What follows belongs to an exercise in optimizing a design on an open flow for small area, a short achievable clock period and few clock cycles; a production flow would make more cautious choices. Only simulation tests tie the RTL to the original design; equivalence was not proved.

==> willow <==
Design sw_align_top, start of the top module:
module sw_align_top #(
    parameter int   NUM_CELLS = sw_seq_pkg::NUM_CELLS_DEF,
    parameter int   SCORE_W   = sw_seq_pkg::SCORE_W_DEF,
    localparam int  CNT_W     = $clog2(NUM_CELLS + 1),   
    localparam int  IDX_W     = (NUM_CELLS > 1) ? $clog2(NUM_CELLS) : 1,
    localparam int  H_W       = SCORE_W - 1
) (
    input  logic                      clk,
    input  logic                      rst,
    input  logic                      start,
    input  logic        [CNT_W-1:0]   query_len,
    input  logic                      query_wr,
    input  logic        [1:0]         query_base,
    input  logic                      target_valid,
    input  logic        [1:0]         target_base,
    input  logic                      target_last,
    input  logic signed [SCORE_W-1:0] match_score,
    input  logic signed [SCORE_W-1:0] mismatch_score,
    input  logic signed [SCORE_W-1:0] gap_open,
    output logic                      busy,
    output logic                      done,
    output logic signed [SCORE_W-1:0] best_score,
    output logic        [IDX_W-1:0]   best_query_idx
);
    logic run, clr, drain_load, drain_dec, drain_zero;
    logic [CNT_W-1:0] len_q;
    sw_seq_pkg::base_t [NUM_CELLS-1:0] bases;
    logic [NUM_CELLS-1:0] head;
    logic signed [SCORE_W-1:0] match_q, mismatch_q, gap_q;
    always_ff @(posedge clk) begin
        match_q    <= match_score;
  ...
==> module sw_cell, before the edit <==
module sw_cell #(
    parameter int   SCORE_W   = 10,
    parameter int   NUM_CELLS = 8,
    parameter int   INDEX     = 0,   
    localparam int  H_W       = SCORE_W - 1,   
    localparam int  IDX_W     = (NUM_CELLS > 1) ? $clog2(NUM_CELLS) : 1
) (
    input  logic                      clk,
    input  logic                      rst,
    input  logic                      clr,            
    input  logic                      head,           
    input  sw_seq_pkg::base_t         query,
    input  logic signed [SCORE_W-1:0] match_score,
    input  logic signed [SCORE_W-1:0] mismatch_score,
    input  logic signed [SCORE_W-1:0] gap_open,
    input  logic                      col_valid,      
    input  sw_seq_pkg::base_t         col_base,
    input  logic                      valid_in,       
    input  sw_seq_pkg::base_t         target_in,
    input  logic        [H_W-1:0]     h_in,           
    input  logic        [H_W-1:0]     h_max_in,       
    input  logic        [IDX_W-1:0]   h_max_idx_in,
    output logic                      valid_out,      
    output sw_seq_pkg::base_t         target_out,
    output logic        [H_W-1:0]     h_out,          
    output logic        [H_W-1:0]     h_max_out,
    output logic        [IDX_W-1:0]   h_max_idx_out
);
    logic        [H_W-1:0]     h_diag;       
    logic signed [SCORE_W-1:0] sub, s_diag, s_gap, next_h;
    logic signed [SCORE_W-1:0] diag_w;    
    function automatic logic ge_u(input logic [H_W-1:0] a, input logic [H_W-1:0] b);
        logic r;
        r = 1'b1;
        for (int i = 0; i < H_W; i++) begin
            r = (a[i] & ~b[i]) | (~(a[i] ^ b[i]) & r);
        end
        ge_u = r;
    endfunction
    function automatic logic gt_s(input logic [SCORE_W-1:0] a, input logic [SCORE_W-1:0] b);
        logic r;
        r = 1'b0;
        for (int i = 0; i < SCORE_W - 1; i++) begin
            r = (a[i] & ~b[i]) | (~(a[i] ^ b[i]) & r);
        end
        gt_s = (~a[SCORE_W-1] & b[SCORE_W-1]) | (~(a[SCORE_W-1] ^ b[SCORE_W-1]) & r);
    endfunction
    always_ff @(posedge clk) begin
        if (rst) begin
            valid_out <= 1'b0;
        end else begin
            valid_out <= head ? col_valid : valid_in;
        end
    end
    always_ff @(posedge clk) begin
        target_out <= head ? col_base : target_in;
        h_diag     <= h_in;   
    end
    logic signed [SCORE_W-1:0] left_w, up_w, s_left, s_up;
    logic left_ge;
    assign left_ge = ge_u(h_out, h_in);
    assign sub    = (query == target_out) ? match_score : mismatch_score;
    assign diag_w = {1'b0, h_diag};
    assign left_w = {1'b0, h_out};
    assign up_w   = {1'b0, h_in};
    assign s_diag = diag_w + sub;
    assign s_left = left_w + gap_open;   
    assign s_up   = up_w + gap_open;
    assign s_gap  = left_ge ? s_left : s_up;
    assign next_h = gt_s(s_gap, s_diag) ? s_gap : s_diag;
    always_ff @(posedge clk) begin
        if (clr) begin
            h_out <= '0;
        end else if (valid_out) begin
            h_out <= next_h[SCORE_W-1] ? '0 : next_h[H_W-1:0];   
        end
    end
    logic                      take_in;
    logic        [H_W-1:0]     wave_max;
    logic        [IDX_W-1:0]   wave_idx;
    assign take_in  = ge_u(h_max_in, h_out);
    assign wave_max = take_in ? h_max_in : h_out;
    assign wave_idx = take_in ? h_max_idx_in : IDX_W'(INDEX);
    always_ff @(posedge clk) begin
        if (clr) begin
            h_max_out <= '0;
        end else begin
            h_max_out <= wave_max;
        end
    end
    always_ff @(posedge clk) begin
        h_max_idx_out <= wave_idx;   
    end
endmodule
==> module sw_align_top, before the edit <==
module sw_align_top #(
    parameter int   NUM_CELLS = sw_seq_pkg::NUM_CELLS_DEF,
    parameter int   SCORE_W   = sw_seq_pkg::SCORE_W_DEF,
    localparam int  CNT_W     = $clog2(NUM_CELLS + 1),   
    localparam int  IDX_W     = (NUM_CELLS > 1) ? $clog2(NUM_CELLS) : 1,
    localparam int  H_W       = SCORE_W - 1
) (
    input  logic                      clk,
    input  logic                      rst,
    input  logic                      start,
    input  logic        [CNT_W-1:0]   query_len,
    input  logic                      query_wr,
    input  logic        [1:0]         query_base,
    input  logic                      target_valid,
    input  logic        [1:0]         target_base,
    input  logic                      target_last,
    input  logic signed [SCORE_W-1:0] match_score,
    input  logic signed [SCORE_W-1:0] mismatch_score,
    input  logic signed [SCORE_W-1:0] gap_open,
    output logic                      busy,
    output logic                      done,
    output logic signed [SCORE_W-1:0] best_score,
    output logic        [IDX_W-1:0]   best_query_idx
);
    logic run, clr, drain_load, drain_dec, drain_zero;
    logic [CNT_W-1:0] len_q;
    sw_seq_pkg::base_t [NUM_CELLS-1:0] bases;
    logic [NUM_CELLS-1:0] head;
    logic signed [SCORE_W-1:0] match_q, mismatch_q, gap_q;
    always_ff @(posedge clk) begin
        match_q    <= match_score;
        mismatch_q <= mismatch_score;
        gap_q      <= gap_open;
    end
    sw_array_fsm #(.CNT_W(CNT_W)) fsm_i (
        .clk, .rst, .start, .target_valid, .target_last, .drain_zero,
        .drain_load, .drain_dec, .run, .clr, .busy, .done
    );
    sw_step_counter #(.CNT_W(CNT_W)) cnt_i (
        .clk, .load(drain_load), .value(len_q - CNT_W'(1)), .dec(drain_dec), .zero(drain_zero)
    );
    sw_query_bank #(.NUM_CELLS(NUM_CELLS)) bank_i (
        .clk, .start(clr && start), .len(query_len), .wr(run && query_wr),
        .base(sw_seq_pkg::base_t'(query_base)), .len_q, .bases, .head
    );
    logic                      valid_c  [NUM_CELLS+1];
    sw_seq_pkg::base_t         target_c [NUM_CELLS+1];
    logic        [H_W-1:0]     h_c      [NUM_CELLS+1];
    logic        [H_W-1:0]     hmax_c   [NUM_CELLS+1];
    logic        [IDX_W-1:0]   hidx_c   [NUM_CELLS+1];
    assign valid_c[0]  = 1'b0;
    assign target_c[0] = sw_seq_pkg::BASE_A;
    assign h_c[0]      = '0;
    assign hmax_c[0]   = '0;
    assign hidx_c[0]   = '0;
    for (genvar k = 0; k < NUM_CELLS; k++) begin : g_cell
        sw_cell #(.SCORE_W(SCORE_W), .NUM_CELLS(NUM_CELLS), .INDEX(k)) cell_i (
            .clk, .rst, .clr, .head(head[k]), .query(bases[k]),
            .match_score(match_q), .mismatch_score(mismatch_q), .gap_open(gap_q),
            .col_valid(run && target_valid), .col_base(sw_seq_pkg::base_t'(target_base)),
            .valid_in(valid_c[k]), .target_in(target_c[k]),
            .h_in(h_c[k]), .h_max_in(hmax_c[k]), .h_max_idx_in(hidx_c[k]),
            .valid_out(valid_c[k+1]), .target_out(target_c[k+1]),
            .h_out(h_c[k+1]), .h_max_out(hmax_c[k+1]), .h_max_idx_out(hidx_c[k+1])
        );
    end
    logic [H_W-1:0]   acc_max, wave_max, last_h, best;
    logic [IDX_W-1:0] acc_row, wave_row, last_row, best_row;
    logic [IDX_W-1:0] acc_cell, best_cell;   
    logic             acc_ge_wave, acc_ge_last, wave_ge_last;
    function automatic logic ge_u(input logic [H_W-1:0] a, input logic [H_W-1:0] b);
        logic r;
        r = 1'b1;
        for (int i = 0; i < H_W; i++) begin
            r = (a[i] & ~b[i]) | (~(a[i] ^ b[i]) & r);
        end
        ge_u = r;
    endfunction
    assign wave_max = hmax_c[NUM_CELLS-1];
    assign wave_row = IDX_W'(hidx_c[NUM_CELLS-1] + IDX_W'(len_q));
    assign last_h   = h_c[NUM_CELLS];
    assign last_row = IDX_W'(len_q - CNT_W'(1));
    assign acc_ge_wave  = ge_u(acc_max, wave_max) &&
                          ((acc_max != wave_max) || (acc_cell <= hidx_c[NUM_CELLS-1]));
    assign acc_ge_last  = ge_u(acc_max, last_h);
    assign wave_ge_last = ge_u(wave_max, last_h);
    always_comb begin
        if (acc_ge_wave && acc_ge_last) begin
            best      = acc_max;
            best_row  = acc_row;
            best_cell = acc_cell;
        end else if (!acc_ge_wave && wave_ge_last) begin
            best      = wave_max;
            best_row  = wave_row;
            best_cell = hidx_c[NUM_CELLS-1];
        end else begin
            best      = last_h;
            best_row  = last_row;
            best_cell = IDX_W'(NUM_CELLS - 1);
        end
    end
    always_ff @(posedge clk) begin
        if (clr) begin
            acc_max  <= '0;
            acc_row  <= '0;
            acc_cell <= '0;
        end else begin
            acc_max  <= best;
            acc_row  <= best_row;
            acc_cell <= best_cell;
        end
    end
    assign best_score     = SCORE_W'(best);
    assign best_query_idx = best_row;
endmodule
export LEC_CHECK = 0
export CAP_MARGIN = 20
export CORE_MARGIN = 2
export CORE_UTILIZATION = 40
export SLEW_MARGIN = 20
create_clock -name core_clock -period 10.0 [get_ports {clk}]
run.sh (not shown) runs the stock make flow with config.mk's settings and CLKGATE_MAP_FILE= SYNTH_SCRIPT=/design/flow/synth_recipe.tcl, a recipe that flattens the netlist after the stock synthesis.
==> delta: changes against willow <==
--- a/flow/design.v
+++ b/flow/design.v
@@ -151,2 +151,22 @@
     endfunction
+    function automatic logic [SCORE_W-1:0] add_bk(input logic [SCORE_W-1:0] a,
+                                                  input logic [SCORE_W-1:0] b);
+        logic [SCORE_W-1:0] p, g, p0;
+        p0 = a ^ b;
+        p  = p0;
+        g  = a & b;
+        for (int d = 1; d < SCORE_W; d = d * 2) begin
+            for (int j = 2 * d - 1; j < SCORE_W; j = j + 2 * d) begin
+                g[j] = g[j] | (p[j] & g[j-d]);
+                p[j] = p[j] & p[j-d];
+            end
+        end
+        for (int d = 2 ** ($clog2(SCORE_W) - 1); d >= 1; d = d / 2) begin
+            for (int j = 3 * d - 1; j < SCORE_W; j = j + 2 * d) begin
+                g[j] = g[j] | (p[j] & g[j-d]);
+                p[j] = p[j] & p[j-d];
+            end
+        end
+        add_bk = p0 ^ {g[SCORE_W-2:0], 1'b0};
+    endfunction
     always_ff @(posedge clk) begin
@@ -169,5 +189,5 @@
     assign up_w   = {1'b0, h_in};
-    assign s_diag = diag_w + sub;
-    assign s_left = left_w + gap_open;   
-    assign s_up   = up_w + gap_open;
+    assign s_diag = add_bk(diag_w, sub);
+    assign s_left = add_bk(left_w, gap_open);   
+    assign s_up   = add_bk(up_w, gap_open);
     assign s_gap  = left_ge ? s_left : s_up;
- CTS_BUF_LIST: default -> sky130_fd_sc_hd__clkbuf_16
- CTS_CLUSTER_DIAMETER: default -> 100
- CTS_CLUSTER_SIZE: default -> 28
- SETUP_SLACK_MARGIN: default -> 5
==> umber: changes against willow <==
- CORE_UTILIZATION: 40 -> 60
- SETUP_SLACK_MARGIN: default -> 5
==> cedar: changes against willow <==
--- a/flow/design.v
+++ b/flow/design.v
@@ -134,19 +134,6 @@
     logic signed [SCORE_W-1:0] sub, s_diag, s_gap, next_h;
-    logic signed [SCORE_W-1:0] diag_w;    
-    function automatic logic ge_u(input logic [H_W-1:0] a, input logic [H_W-1:0] b);
-        logic r;
-        r = 1'b1;
-        for (int i = 0; i < H_W; i++) begin
-            r = (a[i] & ~b[i]) | (~(a[i] ^ b[i]) & r);
-        end
-        ge_u = r;
-    endfunction
-    function automatic logic gt_s(input logic [SCORE_W-1:0] a, input logic [SCORE_W-1:0] b);
-        logic r;
-        r = 1'b0;
-        for (int i = 0; i < SCORE_W - 1; i++) begin
-            r = (a[i] & ~b[i]) | (~(a[i] ^ b[i]) & r);
-        end
-        gt_s = (~a[SCORE_W-1] & b[SCORE_W-1]) | (~(a[SCORE_W-1] ^ b[SCORE_W-1]) & r);
-    endfunction
+    logic signed [SCORE_W-1:0] diag_w, hv_w;    
+    logic        [H_W-1:0]     hv;
+    logic        [H_W-1:0]     keep_max;
+    logic        [IDX_W-1:0]   keep_idx;
     always_ff @(posedge clk) begin
@@ -162,14 +149,9 @@
     end
-    logic signed [SCORE_W-1:0] left_w, up_w, s_left, s_up;
-    logic left_ge;
-    assign left_ge = ge_u(h_out, h_in);
+    assign hv     = (h_out > h_in) ? h_out : h_in;
     assign sub    = (query == target_out) ? match_score : mismatch_score;
     assign diag_w = {1'b0, h_diag};
-    assign left_w = {1'b0, h_out};
-    assign up_w   = {1'b0, h_in};
+    assign hv_w   = {1'b0, hv};
     assign s_diag = diag_w + sub;
-    assign s_left = left_w + gap_open;   
-    assign s_up   = up_w + gap_open;
-    assign s_gap  = left_ge ? s_left : s_up;
-    assign next_h = gt_s(s_gap, s_diag) ? s_gap : s_diag;
+    assign s_gap  = hv_w + gap_open;    
+    assign next_h = (s_gap > s_diag) ? s_gap : s_diag;
     always_ff @(posedge clk) begin
@@ -181,17 +163,15 @@
     end
-    logic                      take_in;
-    logic        [H_W-1:0]     wave_max;
-    logic        [IDX_W-1:0]   wave_idx;
-    assign take_in  = ge_u(h_max_in, h_out);
-    assign wave_max = take_in ? h_max_in : h_out;
-    assign wave_idx = take_in ? h_max_idx_in : IDX_W'(INDEX);
+    assign keep_max = (h_max_out >= h_out) ? h_max_out : h_out;
+    assign keep_idx = (h_max_out >= h_out) ? h_max_idx_out : IDX_W'(INDEX);
     always_ff @(posedge clk) begin
         if (clr) begin
-            h_max_out <= '0;
+            h_max_out     <= '0;
+            h_max_idx_out <= '0;
+        end else if (h_max_in >= keep_max) begin
+            h_max_out     <= h_max_in;
+            h_max_idx_out <= h_max_idx_in;
         end else begin
-            h_max_out <= wave_max;
-        end
-    end
-    always_ff @(posedge clk) begin
-        h_max_idx_out <= wave_idx;   
+            h_max_out     <= keep_max;
+            h_max_idx_out <= keep_idx;
+        end
     end
@@ -238,3 +218,3 @@
     sw_step_counter #(.CNT_W(CNT_W)) cnt_i (
-        .clk, .load(drain_load), .value(len_q - CNT_W'(1)), .dec(drain_dec), .zero(drain_zero)
+        .clk, .load(drain_load), .value(len_q), .dec(drain_dec), .zero(drain_zero)
     );
@@ -265,50 +245,5 @@
     end
-    logic [H_W-1:0]   acc_max, wave_max, last_h, best;
-    logic [IDX_W-1:0] acc_row, wave_row, last_row, best_row;
-    logic [IDX_W-1:0] acc_cell, best_cell;   
-    logic             acc_ge_wave, acc_ge_last, wave_ge_last;
-    function automatic logic ge_u(input logic [H_W-1:0] a, input logic [H_W-1:0] b);
-        logic r;
-        r = 1'b1;
-        for (int i = 0; i < H_W; i++) begin
-            r = (a[i] & ~b[i]) | (~(a[i] ^ b[i]) & r);
-        end
-        ge_u = r;
-    endfunction
-    assign wave_max = hmax_c[NUM_CELLS-1];
-    assign wave_row = IDX_W'(hidx_c[NUM_CELLS-1] + IDX_W'(len_q));
-    assign last_h   = h_c[NUM_CELLS];
-    assign last_row = IDX_W'(len_q - CNT_W'(1));
-    assign acc_ge_wave  = ge_u(acc_max, wave_max) &&
-                          ((acc_max != wave_max) || (acc_cell <= hidx_c[NUM_CELLS-1]));
-    assign acc_ge_last  = ge_u(acc_max, last_h);
-    assign wave_ge_last = ge_u(wave_max, last_h);
-    always_comb begin
-        if (acc_ge_wave && acc_ge_last) begin
-            best      = acc_max;
-            best_row  = acc_row;
-            best_cell = acc_cell;
-        end else if (!acc_ge_wave && wave_ge_last) begin
-            best      = wave_max;
-            best_row  = wave_row;
-            best_cell = hidx_c[NUM_CELLS-1];
-        end else begin
-            best      = last_h;
-            best_row  = last_row;
-            best_cell = IDX_W'(NUM_CELLS - 1);
-        end
-    end
-    always_ff @(posedge clk) begin
-        if (clr) begin
-            acc_max  <= '0;
-            acc_row  <= '0;
-            acc_cell <= '0;
-        end else begin
-            acc_max  <= best;
-            acc_row  <= best_row;
-            acc_cell <= best_cell;
-        end
-    end
-    assign best_score     = SCORE_W'(best);
-    assign best_query_idx = best_row;
-endmodule
+    assign best_score     = SCORE_W'(hmax_c[NUM_CELLS]);
+    assign best_query_idx = (hmax_c[NUM_CELLS] == '0) ? '0
+                          : IDX_W'(hidx_c[NUM_CELLS] + IDX_W'(len_q));
+endmodule
==> comparison <==
Register-to-register slack: cedar < willow < delta < umber. Of cedar and willow, willow has the higher maximum frequency (gap about 14%, measured against willow). In cedar the cell area is higher than in willow, by 13%. Hold slack: willow > delta > cedar > umber. Die area: cedar > willow > delta > umber. delta finished with timing, DRC and antenna clean. cedar produced a clean layout. umber passed the timing, DRC and antenna checks. willow produced a clean layout.
Testbench counts of willow, summed over its fixed seeds: cycles 23,229.
Testbench counts of delta, summed over its fixed seeds: cycles 23,229.
Testbench counts of umber, summed over its fixed seeds: cycles 23,229.
Testbench counts of cedar, summed over its fixed seeds: cycles 23,613.

## afterwards: timing with drivers on the ports
Ports are ideal in the flow. The routed layouts listed here were re-timed in OpenROAD.
Step 1 (the two cells are an assumption about what drives the block):
set clk [get_ports {clk}]
set_driving_cell -lib_cell sky130_fd_sc_hd__clkbuf_16 $clk
set_driving_cell -lib_cell sky130_fd_sc_hd__buf_2 [delete_from_list [all_inputs] $clk]
Step 2 times the ports against the registers' clock, not the clock port: input delays grow and output delays shrink by t, the midpoint of the rising clock arrivals with the driver on.
Slacks: ideal / step 1 / step 2; pairs: ideal / step 1.
run	t, ns	slack for setup (ns)	worst setup path after step 2
willow	0.701	3.951 / 3.887 / 4.587	register to output
delta	0.673	5.075 / 4.999 / 5.170	register to register
umber	0.684	4.947 / 4.876 / 5.308	register to register
cedar	0.722	2.979 / 2.979 / 2.979	register to register
After both steps every run listed still meets setup and hold.
